This design comes from an exercise in tuning for small area on the open sky130 flow, not from production work. The RTL was checked by simulation tests, not by an equivalence proof against the original design. Power figures rest on the tool's default switching activity, not on a simulated workload.

**design.v**
```verilog
package lrupr_pkg;
  localparam int FRAMES    = 8;
  localparam int PAGE_BITS = 16;
  localparam int CFG_W     = 4;
  localparam int IDX_W     = (FRAMES > 1) ? $clog2(FRAMES) : 1;
  localparam int RANK_W    = IDX_W;
  localparam int CNT_W     = $clog2(FRAMES + 1);
  localparam int NUM_W     = (CNT_W > CFG_W) ? CNT_W : CFG_W;
  typedef logic [PAGE_BITS-1:0] page_t;
  typedef logic [IDX_W-1:0]     idx_t;
  typedef logic [RANK_W-1:0]    rank_t;
  typedef logic [NUM_W-1:0]     num_t;
  typedef struct packed {
    logic  hit;
    idx_t  hit_idx;
    rank_t hit_rank;
    logic  empty;
    idx_t  empty_idx;
    idx_t  best_idx;
    rank_t best_rank;
    page_t best_page;
  } scan_rec_t;
  typedef struct packed {
    logic  en;
    idx_t  slot;
    rank_t limit;
    logic  lim_all;
    logic  write;
    page_t page;
  } upd_t;
endpackage
module lrupr_cell (
  input  logic                  clk,
  input  logic                  rst_n,
  input  lrupr_pkg::idx_t       cell_idx,
  input  lrupr_pkg::num_t       n_active,
  input  lrupr_pkg::page_t      cmp_page,
  input  logic                  clear,
  input  lrupr_pkg::upd_t       upd,
  input  lrupr_pkg::scan_rec_t  rec_i,
  output lrupr_pkg::scan_rec_t  rec_o
);
  lrupr_pkg::page_t     page_r;
  logic                 valid_r;
  lrupr_pkg::rank_t     rank_r;
  lrupr_pkg::scan_rec_t rec_nxt;
  logic                 active;
  assign active = (lrupr_pkg::NUM_W'(cell_idx) < n_active);
  always_comb begin
    rec_nxt = rec_i;
    if (!rec_i.hit && active && valid_r && (page_r == cmp_page)) begin
      rec_nxt.hit      = 1'b1;
      rec_nxt.hit_idx  = cell_idx;
      rec_nxt.hit_rank = rank_r;
    end
    if (!rec_i.empty && active && !valid_r) begin
      rec_nxt.empty     = 1'b1;
      rec_nxt.empty_idx = cell_idx;
    end
    if (active && ((cell_idx == '0) || (rank_r > rec_i.best_rank))) begin
      rec_nxt.best_idx  = cell_idx;
      rec_nxt.best_rank = rank_r;
      rec_nxt.best_page = page_r;
    end
  end
  always_ff @(posedge clk) begin
    rec_o <= rec_nxt;
  end
  always_ff @(posedge clk) begin
    if (upd.en && (upd.slot == cell_idx) && upd.write) begin
      page_r <= upd.page;
    end
  end
  always_ff @(posedge clk) begin
    if (!rst_n || clear) begin
      valid_r <= 1'b0;
      rank_r  <= '0;
    end else if (upd.en) begin
      if (upd.slot == cell_idx) begin
        rank_r <= '0;
        if (upd.write) begin
          valid_r <= 1'b1;
        end
      end else if (valid_r && (upd.lim_all || (rank_r < upd.limit))) begin
        rank_r <= rank_r + 1'b1;
      end
    end
  end
endmodule
module lru_page_replacement_unit (
  input  logic        clk,
  input  logic        rst_n,
  input  logic        cfg_valid,
  output logic        cfg_ready,
  input  logic [3:0]  cfg_data,
  input  logic        in_tvalid,
  output logic        in_tready,
  input  logic [15:0] in_tdata,    
  input  logic        in_tuser,    
  output logic        out_tvalid,
  input  logic        out_tready,
  output logic [55:0] out_tdata    
);
  typedef enum logic [1:0] {S_IDLE, S_SCAN, S_UPD} state_t;
  state_t                 state_r;
  lrupr_pkg::idx_t        cnt_r;
  lrupr_pkg::page_t       page_r;
  logic [31:0]            fault_r;
  logic [lrupr_pkg::CFG_W-1:0] active_r;
  logic                   out_tvalid_r;
  logic                   o_hit_r;
  logic [2:0]             o_slot_r;
  logic                   o_ev_r;
  logic [15:0]            o_ev_page_r;
  logic [31:0]            o_fault_r;
  logic                   in_xfer;
  logic                   clear;
  logic                   upd_go;
  lrupr_pkg::num_t        cfg_ext;
  lrupr_pkg::num_t        n_active;
  lrupr_pkg::upd_t        upd;
  lrupr_pkg::scan_rec_t   rec_init;
  localparam int SCAN_W = 2 + 3 * lrupr_pkg::IDX_W + 2 * lrupr_pkg::RANK_W + lrupr_pkg::PAGE_BITS;
  logic [lrupr_pkg::FRAMES*SCAN_W-1:0] rec;
  lrupr_pkg::scan_rec_t   fin;
  assign cfg_ready = 1'b1;
  always_ff @(posedge clk) begin
    if (!rst_n) begin
      active_r <= lrupr_pkg::CFG_W'(8);
    end else if (cfg_valid) begin
      active_r <= cfg_data;
    end
  end
  assign cfg_ext = lrupr_pkg::NUM_W'(active_r);
  always_comb begin
    priority if (cfg_ext == '0) begin
      n_active = lrupr_pkg::NUM_W'(1);
    end else if (cfg_ext > lrupr_pkg::NUM_W'(lrupr_pkg::FRAMES)) begin
      n_active = lrupr_pkg::NUM_W'(lrupr_pkg::FRAMES);
    end else begin
      n_active = cfg_ext;
    end
  end
  assign in_tready = (state_r == S_IDLE);
  assign in_xfer   = in_tvalid && in_tready;
  assign clear     = in_xfer && in_tuser;
  assign upd_go    = (state_r == S_UPD) && (!out_tvalid_r || out_tready);
  always_comb begin
    rec_init = '0;
  end
  assign fin = rec[(lrupr_pkg::FRAMES-1)*SCAN_W +: SCAN_W];
  always_comb begin
    upd         = '0;
    upd.en      = upd_go;
    upd.page    = page_r;
    priority if (fin.hit) begin
      upd.slot  = fin.hit_idx;
      upd.limit = fin.hit_rank;
    end else if (fin.empty) begin
      upd.slot    = fin.empty_idx;
      upd.lim_all = 1'b1;
      upd.write   = 1'b1;
    end else begin
      upd.slot  = fin.best_idx;
      upd.limit = fin.best_rank;
      upd.write = 1'b1;
    end
  end
  for (genvar k = 0; k < lrupr_pkg::FRAMES; k++) begin : g_cell
    lrupr_pkg::scan_rec_t rec_in;
    if (k == 0) begin : g_first
      assign rec_in = rec_init;
    end else begin : g_next
      assign rec_in = rec[(k-1)*SCAN_W +: SCAN_W];
    end
    lrupr_cell u_cell (
      .clk      (clk),
      .rst_n    (rst_n),
      .cell_idx (lrupr_pkg::IDX_W'(k)),
      .n_active (n_active),
      .cmp_page (page_r),
      .clear    (clear),
      .upd      (upd),
      .rec_i    (rec_in),
      .rec_o    (rec[k*SCAN_W +: SCAN_W])
    );
  end
  always_ff @(posedge clk) begin
    if (!rst_n) begin
      state_r      <= S_IDLE;
      cnt_r        <= '0;
      fault_r      <= '0;
      out_tvalid_r <= 1'b0;
    end else begin
      if (upd_go) begin
        out_tvalid_r <= 1'b1;
      end else if (out_tready) begin
        out_tvalid_r <= 1'b0;
      end
      unique case (state_r)
        S_IDLE: begin
          if (in_xfer) begin
            state_r <= S_SCAN;
            cnt_r   <= '0;
            if (in_tuser) begin
              fault_r <= '0;
            end
          end
        end
        S_SCAN: begin
          if (cnt_r == lrupr_pkg::IDX_W'(lrupr_pkg::FRAMES - 1)) begin
            state_r <= S_UPD;
          end else begin
            cnt_r <= cnt_r + 1'b1;
          end
        end
        S_UPD: begin
          if (upd_go) begin
            state_r <= S_IDLE;
            if (!fin.hit && (fault_r != '1)) begin
              fault_r <= fault_r + 32'd1;
            end
            o_hit_r     <= fin.hit;
            o_slot_r    <= 3'(upd.slot);
            o_ev_r      <= !fin.hit && !fin.empty;
            o_ev_page_r <= (!fin.hit && !fin.empty) ? 16'(fin.best_page) : 16'd0;
            o_fault_r   <= (!fin.hit && (fault_r != '1)) ? fault_r + 32'd1 : fault_r;
          end
        end
        default: begin
          state_r <= S_IDLE;
        end
      endcase
    end
  end
  always_ff @(posedge clk) begin
    if (in_xfer) begin
      page_r <= lrupr_pkg::PAGE_BITS'(in_tdata);
    end
  end
  assign out_tvalid = out_tvalid_r;
  assign out_tdata  = {3'b000, o_fault_r, o_ev_page_r, o_ev_r, o_slot_r, o_hit_r};
endmodule
```
**run.sh**
```bash
#!/bin/bash
# synth_recipe.tcl (not shown) runs the flow's synth.tcl, then flattens the netlist and writes it again
# the make line also repeats each setting of config.mk as NAME=value (left out here)
make -C /OpenROAD-flow-scripts/flow DESIGN_CONFIG=/design/flow/config.mk WORK_HOME=/design/flow/orfs CLKGATE_MAP_FILE= SYNTH_SCRIPT=/design/flow/synth_recipe.tcl finish
```
**config.mk**
```make
export PLATFORM = sky130hd
export DESIGN_NAME = lru_page_replacement_unit
export DESIGN_NICKNAME = lru_page_replacement_unit
export VERILOG_FILES = /design/flow/design.v
export SDC_FILE = /design/flow/constraint.sdc
export NUM_CORES = 4
export LEC_CHECK = 0
export CAP_MARGIN = 20
export CORE_MARGIN = 2
export CORE_UTILIZATION = 40
export SLEW_MARGIN = 20
```
**constraint.sdc**
```tcl
create_clock -name core_clock -period 5.0 [get_ports {clk}]
set_input_delay 1.0000 -clock core_clock [delete_from_list [all_inputs] [get_ports {clk}]]
set_output_delay 1.0000 -clock core_clock [all_outputs]
set_load 0.01 [all_outputs]
```
==> summary.txt <==
registers in the layout (all words and copies together), names as in the netlist, 4 cells and up:
signal	cells
g_cell.u_cell.rec_o	243
g_cell.u_cell.page_r	128
fault_r	32
o_fault_r	32
g_cell.u_cell.rank_r	24
o_ev_page_r	16
page_r	16
g_cell.u_cell.valid_r	8
active_r	4
per-stage QoR:
step	total power, mW	instance area, um^2	hold WS [ns]
final	8.46	23600	0.387
after global routing	8.72	23600	0.396
after CTS	8.56	23600	0.390
after detailed placement	4.64	21900	0.375
after global placement	4.64	21900	0.372
after floorplan	4.56	20200	0.386
path summary, 6_finish.rpt:
path | endpoint | slack (ns) | depth (start not counted)
worst min-delay path | g_cell[0].u_cell.rec_o[11]$_SDFF_PP0_ | 0.39 | 0
worst min register to register | g_cell[0].u_cell.rec_o[11]$_SDFF_PP0_ | 0.39 | 0
worst max-delay path | g_cell[6].u_cell.rank_r[2]$_SDFFE_PP0P_ | 1.37 | 8
worst max register to register | g_cell[6].u_cell.rank_r[2]$_SDFFE_PP0P_ | 1.37 | 8
final cells by class:
cell class / instances / area, um^2 / area share [%]
clock buffer: 76 / 1490 / 6.32
clock inverter: 20 / 251 / 1.06
inverter: 51 / 193 / 0.816
multi-input combinational: 962 / 7470 / 31.6
sequential: 514 / 12300 / 51.9
tap: 672 / 841 / 3.56
timing repair buffer: 121 / 1110 / 4.69
cells in the mapped netlist (5+ instances only):
cell | n | share of area, %
nand3_1 | 47 | 1.2
nor4_1 | 30 | 0.93
o22ai_1 | 5 | 0.15
mux2i_1 | 11 | 0.54
nor3_1 | 24 | 0.59
edfxtp_1 | 197 | 29
xor2_1 | 83 | 3.6
a31o_2 | 5 | 0.22
nor2b_1 | 16 | 0.49
o21a_1 | 14 | 0.52
a21o_1 | 15 | 0.56
or2_2 | 33 | 1.0
o21ai_0 | 33 | 0.82
nand4_1 | 29 | 0.90
xnor2_1 | 76 | 3.3
a21oi_1 | 33 | 0.82
nand2b_1 | 12 | 0.37
clkbuf_1 | 66 | 1.2
o211ai_1 | 10 | 0.37
nand2_1 | 67 | 1.2
and3_1 | 8 | 0.25
o2111ai_1 | 7 | 0.30
ha_1 | 48 | 3.0
and2_1 | 24 | 0.74
a31oi_1 | 13 | 0.40
buf_4 | 8 | 0.30
a311oi_1 | 6 | 0.26
or4_1 | 11 | 0.41
or3_1 | 9 | 0.28
nor2_1 | 53 | 0.98
inv_1 | 51 | 0.95
dfxtp_1 | 317 | 31
buf_2 | 11 | 0.27
o21bai_1 | 6 | 0.22
o31ai_1 | 9 | 0.33
mux2_2 | 153 | 8.5
cells by family after synthesis:
group / share of synthesized area [%]
DFF: 60.6
and+or+nand+nor: 11.0
AOI/OAI and AO/OA: 6.57
muxes: 9.06
xor gates and xnor gates: 6.88
buffers and inverters: 2.86
adders and majority gates: 2.97
other: 0.0371
critical path, stage by stage (launching register included):
cell	delay, ns
dfxtp_1	0.80
nor2_1	0.12
a22oi_1	0.75
ha_1	0.39
a21o_1	0.21
a2111oi_2	0.37
nor2_1	0.12
or3b_2	0.48
o32ai_1	0.28
report_power, final:
group	switching [mW]	total (mW)	internal [mW]
Clock	1.61	3.90	2.29
Sequential	0.0229	4.37	4.35
Combinational	0.108	0.180	0.0718
layer usage:
metal	track usage, %	part of all wire (%)	wire length (um)
met5	0	0	0
met4	5.36	2.6	1110
met1	21.9	46	20000
met3	2.97	3.9	1700
met2	27.0	47	20400
==> impl_metrics.ini <==
[timing]
worst_slack_ns = 1.37
post-route-period-util_pct = 72.7
hold_violations = 0
setup_viol = 0
tightest_slew_ns = 1.10
drv_slew = 0
min_period_ns = 3.63
fmax_mhz = 275
setup-tns-final_ns = 0
slew_headroom_pct = 25.7
fin_skew_ns = 0.0415
rsz0062_at_grt = no

[power_and_ir_drop]
irDropWorstVdd_mv = 0.256
power_density_mw_per_mm2 = 358
leakagePower_nw = 8.81

[yosys]
ys_seq_area_share_pct = 60.6
ys_seq_elements = 514
synth-edff-count = 197
syn_inst = 1614
netlist_area_mm2 = 0.0202
avgSynthCellArea_um2 = 12.5
ys.flop_type = dfxtp_1
synth_async_sr_flop_share_pct = 0
synth_cell_types = 75
yosysWarnings = 2

[placement]
dp_cells = 2320
dp_slack_ns = 1.47
hpwl_um = 31200
io_buffers = 80
gp_congestion = 0.841

[cts]
root_buffer = clkbuf_16
cts.repair.resized = 0
cts-buffers-inserted = 52
cts.sinks = 514
h-tree-depth = 2
cts_hold_buf = 0
cts_tree = built
clk_path_buf_depth = 3
clk_latency_ns = 0.61
post-cts-setup-buffers = 0
path_clk_slew_ns = 0.06

[grt]
grtUsageTotal_pct = 16.4
first_global_vias = 12283
grt_first_pass_wirelength_um = 68400
antenna_found_initial = 0
grt_max_degree = 59
overflow = 0

[floorplanning]
coreArea_mm2 = 0.0501
dieWidth_um = 229
die_h_um = 229
io_pins = 85
initial_core_util_pct = 40.4
rows = 82
dieArea_mm2 = 0.0524

[route]
wire_per_inst_um = 17.9
antenna_left = 0
vias = 12079
route.detailed.drc = 0
routed_wirelength_um = 43300
first_pass_iters = 5
drt_iter0_markers = 824
via_per_inst = 5.00

[layout]
drive_gt1_share_pct = 19.4
layout_commonest_cell = dfxtp_1
syn_to_final_growth_pct = 16.7
final_cells = 2416
diodes = 0
finish.utilization_pct = 47.2
nets = 1776
fill_cells = 4515
final_cell_mix = dfxtp_1, edfxtp_1, mux2_2, xor2_1, clkdlybuf4s50_1

[critical_path]
cp-start-kind = flip-flop
r2r_start = g_cell[7].u_cell.rec_o[32]$_SDFF_PP1_
crit_start = g_cell[7].u_cell.rec_o[32]$_SDFF_PP1_
path_class = flip-flop to flip-flop
worst_ep_arrival_time_ns = 4.14
cp.required_ns = 5.50
end_kind = flip-flop
path_max_fanout = 24

[outcome]
outcome = timing/DRC/antenna clean

[flow_run]
cap_viol_max_count = 0

[hold_path]
hold_start = g_cell[0].u_cell.page_r[11]$_DFFE_PP_
hp-class = flip-flop to flip-flop

## afterwards: timing with drivers on the ports
The flow's constraints put no driver on any port. The routed layout listed below was extracted and timed again, unchanged, in two steps. Step 1, drivers: a clkbuf_16 drives clk and a buf_2 each remaining input, both assumed. Step 2 times the ports against the registers' clock, not the clock port: input delays grow and output delays shrink by t, the midpoint of the rising clock arrivals with the driver on. a / b / c = ideal / step 1 / step 2; a / b = the first two.
shift t [ns]: 0.646
setup slack, ns: 1.367 / 1.367 / 1.367
worst data-port slew with drivers (ns): 0.04
After both steps this run still meets setup and hold. For this run, drivers alone change the setup slack by 0.000 ns; drivers and shift together by 0.000 ns.
